What follows belongs to an exercise in optimizing a design on an open flow for small area, a short achievable clock period and few clock cycles per item; a production flow would make more cautious choices. Function was checked by simulation only, so behaviour that the tests miss may differ from the original.

==> flow/design.v (outline; a module is shown in full before it is edited, if it fits) <==
// module accel_tilt_angle_detector: 2388 lines
module accel_tilt_angle_detector (
    input  logic        i_clk,
    input  logic        i_rst_n,
    input  logic        i_s_axis_tvalid,
    output logic        o_s_axis_tready,
    input  logic [31:0] i_s_axis_tdata,
    output logic        o_m_axis_tvalid,
    input  logic        i_m_axis_tready,
    output logic [23:0] o_m_axis_tdata,
    input  logic        i_cfg_we,
    input  logic [1:0]  i_cfg_addr,
    input  logic [9:0]  i_cfg_wdata
);
  // ...
==> flow/run.sh <==
#!/bin/bash
# synth_recipe.tcl (not shown) runs the flow's synth.tcl, then flattens the netlist and writes it again
# the make line also repeats each setting of config.mk as NAME=value (left out here)
make -C /OpenROAD-flow-scripts/flow DESIGN_CONFIG=/design/flow/config.mk WORK_HOME=/design/flow/orfs CLKGATE_MAP_FILE= SYNTH_SCRIPT=/design/flow/synth_recipe.tcl finish
==> flow/config.mk <==
export PLATFORM = sky130hd
export DESIGN_NAME = accel_tilt_angle_detector
export DESIGN_NICKNAME = accel_tilt_angle_detector
export VERILOG_FILES = /design/flow/design.v
export SDC_FILE = /design/flow/constraint.sdc
export NUM_CORES = 4
export LEC_CHECK = 0
export ABC_AREA = 1
export CAP_MARGIN = 20
export CORE_MARGIN = 2
export CORE_UTILIZATION = 40
export CTS_CLUSTER_DIAMETER = 100
export CTS_CLUSTER_SIZE = 25
export SLEW_MARGIN = 20
==> flow/constraint.sdc <==
create_clock -name core_clock -period 10.0 [get_ports {i_clk}]
set_input_delay 2.0000 -clock core_clock [delete_from_list [all_inputs] [get_ports {i_clk}]]
set_output_delay 2.0000 -clock core_clock [all_outputs]
set_load 0.01 [all_outputs]
==> summary.txt, run 1 <==
Outcome
  – Status: timing/DRC/antenna clean

Synth
  – Most numerous cell in the Yosys netlist: dfxtp_1
  – Primary FF master, synth: dfxtp_1
  – Post-Syn Instances: 18000
  – Post-synth EDFFs: between 600 and 700
  – Synth cell types: 80

Placement
  – Worst slack, placed: between 5 and 6 ns
  – Dpl cells: 23600
  – Placed Area: 180000 um^2

Detailed routing
  – Metal2 WL: 170000 um

Die
  – Row count: roughly 240
  – Die Wd: 661 um
  – Tap cells: between 5000 and 6000

Finish
  – Layout non-clock buf frac: 0.796%
  – Top cell class by occupied area: multi-input gates
  – Final Cell Area: 185000 um^2
  – Layout Utilization: 43.1%
  – Share of cells above drive strength 1: between 2 and 3%
  – Fin nets: approximately 20000
  – FILL cells: 41400

Clock network
  – Postcts setup bufs: 0
  – Cts hold-fix bufs: 0
  – Num CTS Buffers: 179

GRT
  – Met3 GRT Util: 1.64%

Setup path
  – R2r endpoint: r24_zr[11]
  – Worst Setup SP: r23_yr[17]
  – WP data arrival: 5.09 ns
  – Slowest-stage cell, CP: dfxtp_2
  – Delay-heaviest family, CP: simple AND/OR/NAND/NOR gates
  – Setup crit end: r24_zr[11]

STA
  – Unrepaired setup endpoints after global routing: no
  – Setup Skew: 0.0697 ns
Testbench counts, summed over its fixed seeds: cycles 3,496, items 3,200.
==> inputs of run 2 (changes only) <==
--- a/flow/config.mk
+++ b/flow/config.mk
@@ -13,2 +13,2 @@
 export CTS_CLUSTER_SIZE = 25
-export SLEW_MARGIN = 20
+export SLEW_MARGIN = 70
==> summary.txt, run 2 <==
STA
  – Hold slack: 0.306 ns
  – Tmin final: 3.96 ns
  – Unrepaired setup endpoints after global routing: no
  – Setup Skew: 0.0594 ns (-0.0103 ns)
  – Fin. Hold Viols: 0
  – Final Cycle Share: 39.6%
  – Final Max Tran Viols: 0
  – FMAX: 0.253 GHz
  – # setup viols final: 0
  – Setup_tns: 0 ns

Finish
  – Biggest registers after layout: r_mem x646, r_rph x38, r_v x36
  – Most common cell after layout, fill and taps aside: dfxtp_1
  – Flip-flop count of the largest register after layout: 646
  – Reg with most FFs: r_mem
  – Fin nets: 19900 (+0.18%)
  – Most frequent cells in the layout: 2933 x dfxtp_1, 2851 x nand2_1, 1825 x inv_1, 1534 x ha_1, 1390 x a21oi_1
  – FILL cells: 41300 (-0.20%)
  – P&R area growth vs syn: 8.24%
  – Share of cells above drive strength 1: 3.89% (+1.3 points)

Detailed routing
  – Initial DRT Pass Iterations: 8
  – Drc violations: 0
  – Post-DR wirelength/cell: 15.5 um
  – Drt via density: 4.84
  – Post-route ant nets: 0
  – Detailed Route WL: between 300000 and 400000 um
  – DR iter-0 viols: 6691
  – Total number of vias: approximately 120k

Clock network
  – Clk Latency, worst-skew pair: 0.93 ns
  – Cts hold-fix bufs: 0 (unchanged)
  – Postcts setup bufs: 0 (unchanged)
  – CTS tree: done
  – CTS root buf: clkbuf_16
  – Max Root-Sink Buffers: 4
  – H-Tree Level Count: 4
  – Num CTS Buffers: 179 (unchanged)
  – CTS sink cnt: between 3000 and 4000
  – Worst-path clk slew: 0.10 ns
  – PostCTS Resize Cnt: 0

Setup path
  – Delay-heaviest family, CP: buffers and inverters
  – Setup CP Type: reg -> out
  – Max stage delay on crit path: 0.58 ns
  – CP endpoint kind: output pin
  – Crit path launch type: flip-flop
  – Worst Setup SP: r_od[3]
  – WP data arrival: 1.96 ns (-3.13 ns)
  – Slowest-stage cell, CP: clkdlybuf4s50_1
  – Critical Path RT: around 8 ns
  – Max FO, Critical Path: 1
  – FF-to-FF Start: r20_yr[19]
  – Worst-path cell chain: clkdlybuf4s50_1
  – Buf/Inv on CP: 1

Synth
  – Mapped Area: 173000 um^2
  – Ranking of synthesized cells by area: dfxtp_1 35%, edfxtp_1 12%, ha_1 11%, xor2_1 6.9%, nand2_1 6.2%
  – Primary FF master, synth: dfxtp_1
  – Post-synth EDFFs: 663 (unchanged)
  – Area leader, netlist: dfxtp_1
  – Most numerous cell in the Yosys netlist: dfxtp_1
  – Mapped Avg Cell Area: 9.58 um^2
  – Synth async-reset ratio: 0%
  – Post-Syn Instances: 18000 (unchanged)
  – Area share of the largest cell type after synthesis: between 30% and 40%
  – Post-synthesis sequential area ratio: 46.8%
  – Ys Warns: 1
  – #FFs+latches synth: 3698
  – Synth cell types: 80 (unchanged)
  – Most frequent cells after synthesis: 3035 x dfxtp_1, 2853 x nand2_1, 1830 x inv_1

GRT
  – GRT Residual Overflow: 0
  – Largest net degree at the start of global routing: 46
  – Global-route usage over all layers: 16.7%
  – Antenna violations before repair: 13
  – Global-route wire length before repair: just under 600000 um
  – Vias in the first global route: 113000

Die
  – Initial Util: around 40%
  – Row count: 241 (unchanged)
  – I/O pin count: 75
  – Die area: 437000 um^2
  – Die Wd: 661 um (unchanged)
  – Chip height: 661 um
  – Core area: 430000 um^2

Hold path
  – HP Class: reg -> reg
  – Worst hold start: r9_numr[9]

Placement
  – GP Congestion: 0.910
  – Port Buffers: 65
  – Post-DP HPWL: 281000 um

Outcome
  – Status: timing/DRC/antenna clean

Job
  – MaxCap Viol Count: 0
==> run 2: cell counts after synthesis <==
Identical to the previous run, type by type.
==> run 2: logic make-up after synthesis <==
logic type,count (synthesis),synth area share [%]
flip-flops,3698,46.8
AO/OA/AOI/OAI,2896,9.54
AND/OR/NAND/NOR,4938,12.1
other,1,0.00217
XOR/XNOR,2530,12.9
adder cells (fa/ha/maj),1776,13.9
buffers and inverters,2161,4.83
==> run 2: stage by stage <==
step	instances	cell area [um^2]	utilization [%]	worst slack (ns)
global placement	23600	180000	41.8	5.12
floorplan	18000	173000	-	6.30
global route	23900	187000	43.4	5.95
finish	23900	187000	43.4	6.04
CTS	23900	186000	43.3	5.96
detailed placement	23600	181000	42.1	5.44
==> run 2: layout make-up <==
| class | instances | area [um^2] | share of cell area (%) |
|---|---|---|---|
| Inverter | 1846 | 6940 | 3.72 |
| Multi-Input combinational cell | 12100 | 84500 | 45.3 |
| Antenna cell | 6 | 15.0 | 0.00804 |
| Sequential cell | 3698 | 80900 | 43.3 |
| Timing Repair Buffer | 210 | 2000 | 1.07 |
| Clock inverter | 33 | 420 | 0.225 |
| Clock buffer | 235 | 4850 | 2.60 |
| Tap cell | 5710 | 7140 | 3.83 |
==> run 2: layer usage <==
metal,wire length [um],track usage (%),vias up
met1,176000,22.7,53500
met4,9690,4.25,4
met2,170000,28.2,1798
li1,-,-,59800
met5,336,0,-
met3,14400,1.87,496
==> run 2: final timing paths <==
check / depth (start not counted) / slack, ns / endpoint
max: 1 / 6.04 / o_m_axis_tdata[3]
min: 0 / 0.31 / r10_numr[9]
max reg2reg: 16 / 6.40 / r21_zr[15]
min reg2reg: 0 / 0.31 / r10_numr[9]
==> inputs of run 3 (changes only) <==
--- a/flow/config.mk
+++ b/flow/config.mk
@@ -13,2 +13,2 @@
 export CTS_CLUSTER_SIZE = 25
-export SLEW_MARGIN = 70
+export SLEW_MARGIN = 85
==> summary.txt, run 3 <==
Clock network
  – H-Tree Level Count: 4 (unchanged)
  – CTS sink cnt: 3698 (unchanged)
  – Cts hold-fix bufs: 0 (unchanged)
  – Clk Latency, worst-skew pair: 0.96 ns (+0.03 ns)
  – CTS root buf: clkbuf_16
  – Worst-path clk slew: 0.10 ns (about the same)
  – Max Root-Sink Buffers: 4 (unchanged)
  – CTS tree: done
  – Num CTS Buffers: 181 (+1.1%)

Setup path
  – Worst reg-to-reg path cell count: 23 (+7)
  – R2R Setup Slk: 0.58 ns (-5.82 ns)
  – FF-to-FF Start: r_rph[8]
  – Critical Path RT: 10.70 ns (+2.70 ns)
  – R2r endpoint: r_od[16]
  – WP data arrival: 10.12 ns (+8.16 ns)
  – Crit path launch type: flip-flop
  – Setup CP Type: reg -> reg
  – CP endpoint kind: flip-flop
  – Max FO, Critical Path: 15 (+14)

Die
  – I/O pin count: 75 (unchanged)
  – Initial Util: 40.1% (unchanged)
  – Chip height: 661 um (unchanged)
  – Core area: 430000 um^2 (unchanged)
  – Die area: 437000 um^2 (unchanged)
  – Die Wd: 661 um (unchanged)
  – Row count: 241 (unchanged)

Synth
  – Most numerous cell in the Yosys netlist: dfxtp_1
  – Ys Warns: 1 (unchanged)
  – Ranking of synthesized cells by area: dfxtp_1 35%, edfxtp_1 12%, ha_1 11%, xor2_1 6.9%, nand2_1 6.2%
  – Mapped Avg Cell Area: 9.58 um^2 (unchanged)
  – Mapped Area: 173000 um^2 (unchanged)
  – Post-synthesis sequential area ratio: 46.8% (unchanged)
  – Primary FF master, synth: dfxtp_1
  – Most frequent cells after synthesis: 3035 x dfxtp_1, 2853 x nand2_1, 1830 x inv_1
  – Area leader, netlist: dfxtp_1
  – #FFs+latches synth: 3698 (unchanged)
  – Post-Syn Instances: 18000 (unchanged)
  – Post-synth EDFFs: 663 (unchanged)
  – Synth cell types: 80 (unchanged)
  – Synth async-reset ratio: 0% (unchanged)
  – Area share of the largest cell type after synthesis: 35.2% (unchanged)

Finish
  – Share of cells above drive strength 1: 16.1% (+12 points)
  – Most common cell after layout, fill and taps aside: nand2_1
  – Biggest registers after layout: r_mem x646, r_rph x38, r_v x36
  – Reg with most FFs: r_mem
  – P&R area growth vs syn: 18.4%
  – Flip-flop count of the largest register after layout: 646 (unchanged)
  – FILL cells: 39600 (-4.2%)
  – Most frequent cells in the layout: 2806 x nand2_1, 2638 x dfxtp_1, 1759 x inv_1, 1377 x ha_1, 1263 x xor2_1
  – Fin nets: 20600 (+3.3%)

GRT
  – Busiest grt layer: met2
  – Antenna violations before repair: 11 (-2)
  – Largest net degree at the start of global routing: 32 (-30%)
  – Met2 usage: 29.5% (+1.3 points)
  – Global-route usage over all layers: 17.2% (+0.54 points)
  – Global-route wire length before repair: 618000 um (+3.8%)
  – Met1 global-route usage: 23.2% (+0.55 points)
  – GRT Residual Overflow: 0 (unchanged)
  – Vias in the first global route: 118000 (+4.6%)
  – Met3 GRT Util: 1.78% (-0.095 points)

Hold path
  – WHS Path Cells: 0 (unchanged)
  – Worst hold start: r9_numr[9]
  – HP Class: reg -> reg
  – WHS Endpoint: r10_numr[9]

Detailed routing
  – Total number of vias: 119000 (+3.3%)
  – Drc violations: 0 (unchanged)
  – DR iter-0 viols: 6709 (+0.27%)
  – Initial DRT Pass Iterations: 6 (-2)
  – Post-DR wirelength/cell: 15.7 um (+1.3%)
  – Detailed Route WL: 386000 um (+4.2%)
  – Post-route ant nets: 0 (unchanged)
  – Drt via density: 4.86 (+0.43%)

STA
  – Tmin final: 9.42 ns (+5.46 ns)
  – Unrepaired setup endpoints after global routing: no
  – # setup viols final: 0 (unchanged)
  – Hold slack: 0.308 ns (+0.00200 ns)
  – Setup Skew: 0.0615 ns (+0.00208 ns)
  – Final Cycle Share: 94.2% (+55 points)
  – Fin. Hold Viols: 0 (unchanged)
  – FMAX: 0.106 GHz (-58%)
  – Setup_tns: 0 ns (unchanged)
  – Final Max Tran Viols: 0 (unchanged)

Placement
  – Post-DP HPWL: 294000 um (+4.6%)
  – Port Buffers: 65 (unchanged)
  – GP Congestion: 0.910 (unchanged)

Outcome
  – Status: timing/DRC/antenna clean

Job
  – MaxCap Viol Count: 0 (unchanged)
## run 3: how the worst max path moves through the flow
stage	from	endpoint	slack [ns]	cells after the start
after floorplan	i_s_axis_tdata[0]	r1_ax[3]	6.30	11
after global placement	i_m_axis_tready	r_rp[1]	5.12	8
after detailed placement	r_rph[6]	r_od[5]	-6.51	89
after CTS	r_rph[6]	r_od[5]	0.12	75
after global routing	r_rph[8]	r_od[16]	0.34	23
final	r_rph[8]	r_od[16]	0.58	23
## run 3: cell families (layout without fill, tap and decap cells)
logic type / Yosys count / in the layout / share of synthesized area [%]
other: 1 / 13 / 0.00217
AO/OA/AOI/OAI: 2896 / 2896 / 9.54
flip-flops: 3698 / 3698 / 46.8
XOR/XNOR: 2530 / 2530 / 12.9
AND/OR/NAND/NOR: 4938 / 4938 / 12.1
buffers and inverters: 2161 / 3005 / 4.83
adder cells (fa/ha/maj): 1776 / 1776 / 13.9
## run 3: routing by layer
metal	wire [um]	up-vias
met5	34	-
met4	9890	6
met2	182000	1811
met1	180000	56000
li1	-	61100
met3	14500	536
## run 3: area by class of cell
class,instances,area (um^2),share of cell area [%]
Clock buffer,251,4940,2.42
Sequential cell,3698,81500,39.9
Clock inverter,38,433,0.212
Antenna cell,6,15.0,0.00735
Tap cell,5710,7140,3.50
Inverter,1846,6990,3.42
Multi-Input combinational cell,12100,95500,46.7
Timing Repair Buffer,870,7840,3.84
## run 3: repair_timing
item / in CTS / in global routing
pin swaps: 0 / 2
buffers inserted: 1 / 0
gates resized for setup: 0 / 0
gates cloned: 0 / 0
endpoints found under the setup margin: 1 / 2
## run 3: metrics by stage
step,cell area [um^2],instances,worst slack (ns),utilization (%)
after floorplan,173000,18000,6.30,-
after global placement,180000,23600,5.12,41.8
after detailed placement,194000,24200,-6.51,45.1
after CTS,199000,24500,0.118,46.3
after global routing,204000,24600,0.343,47.5
final,204000,24600,0.575,47.5
## run 3: worst max-delay path, cell delays in order, from the launching register on
cell             delay, ns
dfxtp_4               0.41
buf_6                 0.19
a22o_1                0.26
a2111oi_4             0.31
clkdlybuf4s50_1       0.55
clkdlybuf4s50_1       0.48
clkdlybuf4s50_1       0.48
clkdlybuf4s50_1       0.48
clkdlybuf4s50_1       0.49
clkdlybuf4s50_1       0.47
clkdlybuf4s50_1       0.47
clkdlybuf4s50_1       0.48
clkdlybuf4s50_1       0.50
clkdlybuf4s50_1       0.52
clkdlybuf4s50_1       0.51
clkdlybuf4s50_1       0.49
clkdlybuf4s50_1       0.48
clkdlybuf4s50_1       0.47
clkdlybuf4s18_1       0.20
clkdlybuf4s18_1       0.21
clkdlybuf4s18_1       0.21
clkdlybuf4s25_1       0.26
nand4_1               0.07
o21a_1                0.17
==> inputs of run 4 (changes only) <==
--- a/flow/config.mk
+++ b/flow/config.mk
@@ -10,5 +10,6 @@
 export CORE_MARGIN = 2
-export CORE_UTILIZATION = 40
+export CORE_UTILIZATION = 55
 export CTS_CLUSTER_DIAMETER = 100
 export CTS_CLUSTER_SIZE = 25
-export SLEW_MARGIN = 85
+export PLACE_DENSITY = 0.68
+export SLEW_MARGIN = 20
==> summary.txt, run 4 <==
Outcome
  – Status: timing/DRC/antenna clean

Synth
  – Largest family of logic cells by synthesized area: adder cells
  – Post-Synth Adder-Cell Area: 13.9% (unchanged)
  – Synth cell types: 80 (unchanged)
  – Multiplexer share of the synthesized area: 0% (unchanged)
  – Ranking of synthesized cells by area: dfxtp_1 35%, edfxtp_1 12%, ha_1 11%, xor2_1 6.9%, nand2_1 6.2%
  – Post-Syn Instances: 18000 (unchanged)
  – Ys Warns: 1 (unchanged)
  – #FFs+latches synth: 3698 (unchanged)
  – Post-synthesis sequential area ratio: 46.8% (unchanged)
  – Area leader, netlist: dfxtp_1
  – Post-Synth Simple-Gate Area: 12.1% (unchanged)
  – Area share of the largest cell type after synthesis: 35.2% (unchanged)
  – Most frequent cells after synthesis: 3035 x dfxtp_1, 2853 x nand2_1, 1830 x inv_1
  – Most numerous cell in the Yosys netlist: dfxtp_1
  – Mapped Avg Cell Area: 9.58 um^2 (unchanged)
  – Post-synthesis xor/xnor area fraction: 12.9% (unchanged)
  – Post-synth EDFFs: 663 (unchanged)
  – Compound-cell area share of the yosys netlist: 9.54% (unchanged)
  – Primary FF master, synth: dfxtp_1
  – Mapped Area: 173000 um^2 (unchanged)
  – Synth async-reset ratio: 0% (unchanged)

Finish
  – Flip-flop count of the largest register after layout: 646 (unchanged)
  – FILL cells: 27300 (-31%)
  – Fin nets: 19900 (-3.4%)
  – P&R area growth vs syn: 6.02%
  – Reg with most FFs: r_mem
  – Most common cell after layout, fill and taps aside: dfxtp_1
  – Biggest registers after layout: r_mem x646, r_rph x38, r_v x36
  – Share of cells above drive strength 1: 2.47% (-14 points)
  – Most frequent cells in the layout: 3023 x dfxtp_1, 2853 x nand2_1, 1830 x inv_1, 1535 x ha_1, 1393 x a21oi_1
  – Final Cell Area: 183000 um^2 (-10%)

Detailed routing
  – DR iter-0 viols: 6676 (-0.49%)
  – Post-route ant nets: 0 (unchanged)
  – Detailed Route WL: 360000 um (-6.8%)
  – Drc violations: 0 (unchanged)
  – Initial DRT Pass Iterations: 8 (+2)
  – Post-DR wirelength/cell: 16.2 um (+2.9%)
  – Drt via density: 5.21 (+7.1%)
  – Total number of vias: 116000 (-3.0%)

Clock network
  – CTS root buf: clkbuf_16
  – Worst-path clk slew: 0.10 ns (about the same)
  – Cts hold-fix bufs: 0 (unchanged)
  – Clk Latency, worst-skew pair: 0.91 ns (-0.05 ns)
  – CTS sink cnt: 3698 (unchanged)
  – Max Root-Sink Buffers: 4 (unchanged)
  – H-Tree Level Count: 4 (unchanged)
  – Num CTS Buffers: 175 (-3.3%)
  – PostCTS Resize Cnt: 0 (unchanged)
  – CTS tree: done
  – Postcts setup bufs: 0 (-1)

GRT
  – Largest net degree at the start of global routing: 72 (+130%)
  – Global-route wire length before repair: 579000 um (-6.3%)
  – Vias in the first global route: 112000 (-4.9%)
  – GRT Residual Overflow: 0 (unchanged)
  – Global-route usage over all layers: 22.3% (+5.1 points)
  – Busiest grt layer: met2
  – Antenna violations before repair: 8 (-3)
  – Met2 usage: 38.3% (+8.8 points)
  – Met3 GRT Util: 2.42% (+0.64 points)
  – Met1 global-route usage: 29.9% (+6.7 points)

Setup path
  – CP endpoint kind: flip-flop
  – Max FO, Critical Path: 34 (+19)
  – Critical Path RT: 10.81 ns (+0.11 ns)
  – WP data arrival: 5.04 ns (-5.08 ns)
  – FF-to-FF Start: r23_yp[17]
  – Setup CP Type: reg -> reg
  – Worst Setup SP: r23_yp[17]
  – Crit path launch type: flip-flop

STA
  – Relative slew slack: 22.9%
  – Fin. Hold Viols: 0 (unchanged)
  – Unrepaired setup endpoints after global routing: no
  – # setup viols final: 0 (unchanged)
  – Setup Skew: 0.0587 ns (-0.00279 ns)
  – Final Max Tran Viols: 0 (unchanged)
  – FMAX: 0.237 GHz (+120%)
  – Worst Tran Pin Value: 1.16 ns
  – Tmin final: 4.23 ns (-5.20 ns)
  – Setup_tns: 0 ns (unchanged)
  – Final Cycle Share: 42.3% (-52 points)

Die
  – I/O pin count: 75 (unchanged)
  – Chip height: 564 um (-15%)
  – Row count: 205 (-15%)
  – Die Wd: 564 um (-15%)
  – Die area: 318000 um^2 (-27%)
  – Initial Util: 55.3% (+15 points)
  – Core area: 312000 um^2 (-28%)

Job
  – MaxCap Viol Count: 0 (unchanged)

Placement
  – Port Buffers: 65 (unchanged)
  – Placed Area: 178000 um^2 (-8.2%)
  – GP Congestion: 0.907 (-0.34%)
  – Post-DP HPWL: 271000 um (-7.9%)

Hold path
  – Worst hold start: r18_nump[5]
  – HP Class: reg -> reg
## run 4: cell count changes in the layout (fill, tap and decap cells not counted), moves of 158 or more
cell             change
clkdlybuf4s50_1    -206
o21ai_1            -170
a21oi_2            -422
dfxtp_1            +385
buf_1              -201
o21ai_2            -195
dfxtp_2            -269
a21oi_1            +475
o21ai_0            +428
ha_1               +158
## run 4: worst paths after layout
kind	to	slack, ns	depth (start not counted)
hold / removal	r19_nump[5]	0.29	0
setup / recovery	r24_zp[12]	5.77	14
hold reg to reg	r19_nump[5]	0.29	0
setup reg to reg	r24_zp[12]	5.77	14
## run 4: logic make-up (layout without fill, tap and decap cells)
family,after synthesis,after routing
simple gates,4938,4938
flops,3698,3698
compound gates,2896,2896
xor+xnor,2530,2530
buf+inv,2161,2257
fa+ha+maj,1776,1776
other cells,1,8
## run 4: layout make-up
class / count / area [um^2] / area share [%]
Tap cell: 4140 / 5180 / 2.83
Antenna cell: 1 / 2.50 / 0.00137
Clock inverter: 21 / 268 / 0.146
Timing Repair Buffer: 171 / 1440 / 0.789
Inverter: 1846 / 6930 / 3.79
Sequential cell: 3698 / 80700 / 44.1
Multi-Input combinational cell: 12100 / 83700 / 45.8
Clock buffer: 219 / 4670 / 2.55
## run 4: layer usage
layer / vias up / wire, um
met1: 53600 / 165000
met3: 483 / 16500
met2: 2099 / 168000
met5: - / 63
met4: 10 / 9520
li1: 59600 / -
## run 4: worst max-delay path: stages (launching register included)
cell and delay, ns:
dfxtp_2 0.93, inv_1 0.24, ha_1 0.24, nor3b_1 0.13
nand4_1 0.11, nand2_1 0.14, nor2_1 0.57, inv_1 0.14
fa_1 0.46, o21ai_1 0.24, a21oi_1 0.16, o21ai_1 0.21
a21boi_0 0.18, o21ai_0 0.24, xor2_1 0.16
## run 4: stage by stage
| stage | setup WS [ns] | std cells | hold WS, ns | util [%] |
|---|---|---|---|---|
| floorplan | 6.30 | 18000 | 0.310 | - |
| global placement | 5.00 | 22000 | 0.310 | 57.1 |
| detailed placement | 5.00 | 22000 | 0.312 | 57.1 |
| CTS | 5.77 | 22200 | 0.288 | 58.6 |
| global route | 5.40 | 22200 | 0.300 | 58.6 |
| finish | 5.77 | 22200 | 0.292 | 58.6 |
==> inputs of run 5 (changes only) <==
--- a/flow/config.mk
+++ b/flow/config.mk
@@ -14,2 +14,2 @@
 export PLACE_DENSITY = 0.68
-export SLEW_MARGIN = 20
+export SLEW_MARGIN = 70
==> summary.txt, run 5 <==
GRT
  – GRT Residual Overflow: 0 (unchanged)
  – Antenna violations before repair: 8 (unchanged)
  – Largest net degree at the start of global routing: 72 (unchanged)
  – Vias in the first global route: 113000 (+0.51%)
  – Global-route usage over all layers: 22.4% (+0.076 points)
  – Global-route wire length before repair: 582000 um (+0.43%)

Placement
  – Post-DP HPWL: 272000 um (+0.35%)
  – GP Congestion: 0.907 (unchanged)
  – Port Buffers: 65 (unchanged)

Synth
  – Ys Warns: 1 (unchanged)
  – Synth async-reset ratio: 0% (unchanged)
  – #FFs+latches synth: 3698 (unchanged)
  – Primary FF master, synth: dfxtp_1
  – Mapped Avg Cell Area: 9.58 um^2 (unchanged)
  – Post-synthesis sequential area ratio: 46.8% (unchanged)
  – Mapped Area: 173000 um^2 (unchanged)
  – Most numerous cell in the Yosys netlist: dfxtp_1
  – Most frequent cells after synthesis: 3035 x dfxtp_1, 2853 x nand2_1, 1830 x inv_1
  – Post-Syn Instances: 18000 (unchanged)
  – Area leader, netlist: dfxtp_1
  – Ranking of synthesized cells by area: dfxtp_1 35%, edfxtp_1 12%, ha_1 11%, xor2_1 6.9%, nand2_1 6.2%
  – Area share of the largest cell type after synthesis: 35.2% (unchanged)
  – Synth cell types: 80 (unchanged)
  – Post-synth EDFFs: 663 (unchanged)

Setup path
  – Delay-heaviest family, CP: buffers and inverters
  – R2R Setup Slk: 6.43 ns (+0.66 ns)
  – Critical path depth: 1 (-13)
  – Crit path launch type: flip-flop
  – Worst reg-to-reg path cell count: 13 (-1)
  – Critical Path RT: 8.00 ns (-2.81 ns)
  – Slowest-stage cell, CP: clkdlybuf4s50_1
  – Setup CP Type: reg -> out
  – Worst-path cell chain: clkdlybuf4s50_1
  – WP data arrival: 1.87 ns (-3.17 ns)
  – Buf/Inv on CP: 1 (-1)
  – CP endpoint kind: output pin
  – Max FO, Critical Path: 3 (-91%)
  – Max stage delay on crit path: 0.56 ns (-0.37 ns)

Detailed routing
  – Detailed Route WL: 361000 um (+0.28%)
  – Total number of vias: 116000 (+0.44%)
  – Drt via density: 5.22 (+0.26%)
  – DR iter-0 viols: 7021 (+5.2%)
  – Post-route ant nets: 0 (unchanged)
  – Post-DR wirelength/cell: 16.2 um (+0.10%)
  – Drc violations: 0 (unchanged)
  – Initial DRT Pass Iterations: 6 (-2)

Hold path
  – WHS Path Cells: 0 (unchanged)
  – HP Class: reg -> reg

Die
  – Chip height: 564 um (unchanged)
  – Row count: 205 (unchanged)
  – Initial Util: 55.3% (unchanged)
  – Core area: 312000 um^2 (unchanged)
  – I/O pin count: 75 (unchanged)
  – Die Wd: 564 um (unchanged)
  – Die area: 318000 um^2 (unchanged)

Clock network
  – Postcts setup bufs: 0 (unchanged)
  – CTS root buf: clkbuf_16
  – CTS tree: done
  – Worst-path clk slew: 0.09 ns (about the same)
  – Cts hold-fix bufs: 0 (unchanged)
  – Num CTS Buffers: 175 (unchanged)
  – PostCTS Resize Cnt: 0 (unchanged)
  – H-Tree Level Count: 4 (unchanged)
  – Clk Latency, worst-skew pair: 0.91 ns (about the same)
  – Max Root-Sink Buffers: 4 (unchanged)
  – CTS sink cnt: 3698 (unchanged)

STA
  – Final Cycle Share: 38.7% (-3.6 points)
  – Final Max Tran Viols: 0 (unchanged)
  – # setup viols final: 0 (unchanged)
  – FMAX: 0.259 GHz (+9.3%)
  – Setup_tns: 0 ns (unchanged)
  – Unrepaired setup endpoints after global routing: no
  – Setup Skew: 0.0585 ns (-0.000223 ns)
  – Fin. Hold Viols: 0 (unchanged)
  – Hold slack: 0.290 ns (-0.00163 ns)
  – Tmin final: 3.87 ns (-0.361 ns)

Finish
  – P&R area growth vs syn: 6.76%
  – Area of the multi-input gates: 84500 um^2 (+0.87%)
  – Most common cell after layout, fill and taps aside: dfxtp_1
  – Share of cells above drive strength 1: 3.57% (+1.1 points)
  – Fin nets: 19900 (+0.15%)
  – FF+latch area: 80900 um^2 (+0.21%)
  – Reg with most FFs: r_mem
  – Flip-flop count of the largest register after layout: 646 (unchanged)
  – FILL cells: 27200 (-0.44%)
  – Biggest registers after layout: r_mem x646, r_rph x38, r_v x36
  – Most frequent cells in the layout: 2949 x dfxtp_1, 2852 x nand2_1, 1826 x inv_1, 1534 x ha_1, 1390 x a21oi_1

Job
  – MaxCap Viol Count: 0 (unchanged)

Outcome
  – Status: timing/DRC/antenna clean
[run 5: changes by cell type in the layout (fill, tap and decap cells not counted), moves of 12 or more]
cell	before	now
dfxtp_1	3023	2949
o21ai_1	94	116
buf_6	0	23
nor2_2	17	29
nor4_2	10	29
o21ai_0	701	675
nor2_1	897	872
buf_4	107	78
dfxtp_4	0	30
nor2_4	1	14
nor4_1	107	86
dfxtp_2	12	56
[run 5: through the flow]
stage	cells	instance area, um^2	setup WS (ns)	util, %
2_1_floorplan	18000	173000	6.30	-
6_report	22300	184000	6.13	59.1
5_1_grt	22300	184000	6.07	59.0
4_1_cts	22300	184000	6.05	59.0
3_3_place_gp	22000	178000	5.00	57.1
3_5_place_dp	22000	179000	5.50	57.4
[run 5: metal layers]
layer	routed length (um)	track usage, %	vias to the layer above
met5	57	0	-
met4	10200	6.23	10
met3	17100	2.34	521
met2	168000	38.4	2281
met1	165000	30.0	53800
li1	-	-	59700
[run 5: area by class of cell]
class / instances / area share (%)
flip-flops and latches: 3698 / 43.9
clock buffers: 225 / 2.51
inverters: 1846 / 3.77
well taps: 4140 / 2.81
clock inverters: 21 / 0.139
multi-input cells: 12100 / 45.9
diodes: 5 / 0.00679
repair buffers: 200 / 1.01
[run 5: worst paths after layout]
check,from,to
max,r_ov,o_m_axis_tvalid
min,r18_nump[4],r19_nump[4]
max reg2reg,r2_s0z[2],r3_radr[15]
min reg2reg,r18_nump[4],r19_nump[4]
[run 5: cells by family after synthesis]
| kind of cell | count (synthesis) | synth area share [%] |
|---|---|---|
| DFF | 3698 | 46.8 |
| buffers and inverters | 2161 | 4.83 |
| xor gates and xnor gates | 2530 | 12.9 |
| AOI/OAI and AO/OA | 2896 | 9.54 |
| other | 1 | 0.00217 |
| and+or+nand+nor | 4938 | 12.1 |
| adders and majority gates | 1776 | 13.9 |

static timing again, ports no longer ideal:
Ports are ideal in the flow. The routed layouts listed here were re-timed in OpenROAD. Step 1 assumes that a clkbuf_16 drives the clock port and a buf_2 every other input. Step 2 adds t to the input delays and takes it off the output delays; t is the mean of the earliest and latest rising clock arrival at the registers after step 1. Input paths then give back, and output paths get back, about the clock's delay inside the block. Three values: ideal, step 1, step 2; two values: the first two.
run | t (ns) | setup slack, ns | worst setup path after step 2 | latest minus earliest clock arrival (ns) | pins driven straight from the clock port
run 1 | 1.017 | 5.698 / 5.698 / 5.111 | input to register | 0.081 / 0.082 | 1
run 2 | 1.006 | 6.040 / 5.936 / 5.383 | input to register | 0.070 / 0.070 | 1
run 3 | 1.034 | 0.575 / 0.575 / 0.575 | register to register | 0.085 / 0.085 | 1
run 4 | 0.972 | 5.774 / 5.774 / 5.061 | input to register | 0.096 / 0.096 | 1
run 5 | 0.982 | 6.134 / 6.035 / 5.487 | input to register | 0.084 / 0.084 | 1
After both steps setup and hold are still met in every run listed. For run 4, which loses most, drivers alone change the setup slack by 0.000 ns; drivers and shift together by -0.713 ns.
